From an optimization exercise on the open Yosys and OpenROAD flow, aimed at small area and a short achievable clock period; shortcuts taken in it are not production practice. Function was checked by simulation only, so behaviour that the tests miss may differ from the original. Power and IR drop assume default switching activity.

## ethTxTop
module ethTxTop (
  input  logic   clkTx,
  input  logic   rst,
  input  logic   wbCyc,
  input  logic   wbStb,
  input  logic   wbWe,
  input  ethTxPkg::wbAddrT wbAdr,
  input  ethTxPkg::byteT   wbDatW,
  output ethTxPkg::byteT   wbDatR,
  output logic   wbAck,
  output logic   tdP,
  output logic   tdM
);
  logic     bufWrEn;
  ethTxPkg::bufAddrT  bufWrAddr;
  ethTxPkg::byteT     bufWrData;
  logic     rdRestart;
  logic     rdAdvance;
  ethTxPkg::byteT     bufRdData;
  ethTxPkg::txCmdT    txCmd;
  logic     busy;
  ethTxPkg::lineSlotT slot;
  busDecode i_busDecode (
    .clkTx     (clkTx),
    .rst       (rst),
    .wbCyc     (wbCyc),
    .wbStb     (wbStb),
    .wbWe      (wbWe),
    .wbAdr     (wbAdr),
    .wbDatW    (wbDatW),
    .busy      (busy),
    .wbDatR    (wbDatR),
    .wbAck     (wbAck),
    .bufWrEn   (bufWrEn),
    .bufWrAddr (bufWrAddr),
    .bufWrData (bufWrData),
    .txCmd     (txCmd)
  );
  frameRam i_frameRam (
    .clkTx     (clkTx),
    .bufWrEn   (bufWrEn),
    .bufWrAddr (bufWrAddr),
    .bufWrData (bufWrData),
    .rdRestart (rdRestart),
    .rdAdvance (rdAdvance),
    .bufRdData (bufRdData)
  );
  frameSequencer i_frameSequencer (
  ...
For scale: roughly 8,000 cells after synthesis, roughly 4,300 flip-flops, about 0.11 mm^2 of cells after synthesis.
make LEC_CHECK=0 CAP_MARGIN=20 CORE_MARGIN=2 CORE_UTILIZATION=70 CTS_CLUSTER_DIAMETER=60 CTS_CLUSTER_SIZE=30 PLACE_DENSITY=0.8 SETUP_SLACK_MARGIN=2.2 SLEW_MARGIN=20 finish   # period 4.5 ns
run.sh (not shown) runs the stock make flow with config.mk's settings and CLKGATE_MAP_FILE= SYNTH_SCRIPT=/design/flow/synth_recipe.tcl, a recipe that flattens the netlist after the stock synthesis.
Edit:
Settings changed: CORE_UTILIZATION 70 to 55, PLACE_DENSITY 0.8 to default.
- This time the run finished but fails on antenna rules
- non-clock buffer count is lower by 1
- clock power is higher by roughly a tenth
- maximum frequency is higher by a little under a tenth
- flip-flop and latch count does not change
- area after synthesis is unchanged
- cell area is higher slightly
- setup slack improves by 160 ps
- synthesized cell count does not change
- global-route usage is lower by 5.6 points
- register-to-register slack improves by 140 ps
- total power is higher by a few percent

========
violet:
Another version of the RTL of ethTxTop (not shown whole).
Size in the first run: roughly 8300 cells after synthesis, about 34 I/O pins, about 110000 um2 of cells after synthesis.
make LEC_CHECK=0 CAP_MARGIN=20 CORE_MARGIN=2 CORE_UTILIZATION=55 CTS_CLUSTER_DIAMETER=60 CTS_CLUSTER_SIZE=30 SETUP_SLACK_MARGIN=2.2 SLEW_MARGIN=20 finish   # period 4.5 ns
diff inputs: violet => yarrow
Settings: changing CORE_UTILIZATION from 55 to 70; setting PLACE_DENSITY to 0.8 for the first time.
## What came out
The lower layout overhead on the synthesized area of violet and yarrow is in yarrow.
The lower width of the chip came out of yarrow.
Of yarrow and violet, it is yarrow that has the higher part of the total power dissipated in sequential elements.
Diff violet -> yarrow | highest clock rate | increase of 1.6 MHz

========
Another version of the RTL of ethTxTop (not shown whole).
Size: roughly 8000 cells after synthesis, ~4300 flip-flops, about 34 I/O pins.
make LEC_CHECK=0 CAP_MARGIN=20 CORE_MARGIN=2 CORE_UTILIZATION=70 CTS_CLUSTER_DIAMETER=60 CTS_CLUSTER_SIZE=30 PLACE_DENSITY=0.8 SETUP_SLACK_MARGIN=2.2 SLEW_MARGIN=20 finish   # period 4.5 ns
Edit:
- CORE_UTILIZATION: 70 -> 55
- PLACE_DENSITY: 0.8 -> unset
Outcome: The changed run finished with timing, DRC and antenna clean. Cell area increases by 1.6%. Die area increases by about 27%. Global-route usage decreases by 5.8 points.

==> port drivers added, routing unchanged <==
How much do the figures lean on ideal ports? The routed layouts below were timed once more, with nothing changed but the port constraints. Step 1 (the two cells are an assumption about what drives the block):
set clk [get_ports {clkTx}]
set_driving_cell -lib_cell sky130_fd_sc_hd__clkbuf_16 $clk
set_driving_cell -lib_cell sky130_fd_sc_hd__buf_2 [delete_from_list [all_inputs] $clk]
Step 2 times the ports against the registers' clock, not the clock port: input delays grow and output delays shrink by t, the midpoint of the rising clock arrivals with the driver on. Slacks: ideal ports / drivers / drivers and shift; pairs: ideal ports / drivers.
run	shift t [ns]	slack for setup (ns)	latest minus earliest clock arrival (ns)
the first run of note 1	0.912	2.085 / 2.107 / 1.237	0.034 / 0.034
the second run of note 1	0.943	2.248 / 2.180 / 1.373	0.037 / 0.037
violet	0.958	2.209 / 2.172 / 1.387	0.045 / 0.045
yarrow	0.905	2.217 / 2.158 / 1.380	0.033 / 0.034
the first run of note 3	0.901	2.197 / 2.156 / 1.412	0.034 / 0.035
the second run of note 3	0.942	2.247 / 2.200 / 1.439	0.047 / 0.047
For the second run of note 1, which loses most, drivers alone change the setup slack by -0.068 ns; drivers and shift together by -0.875 ns.
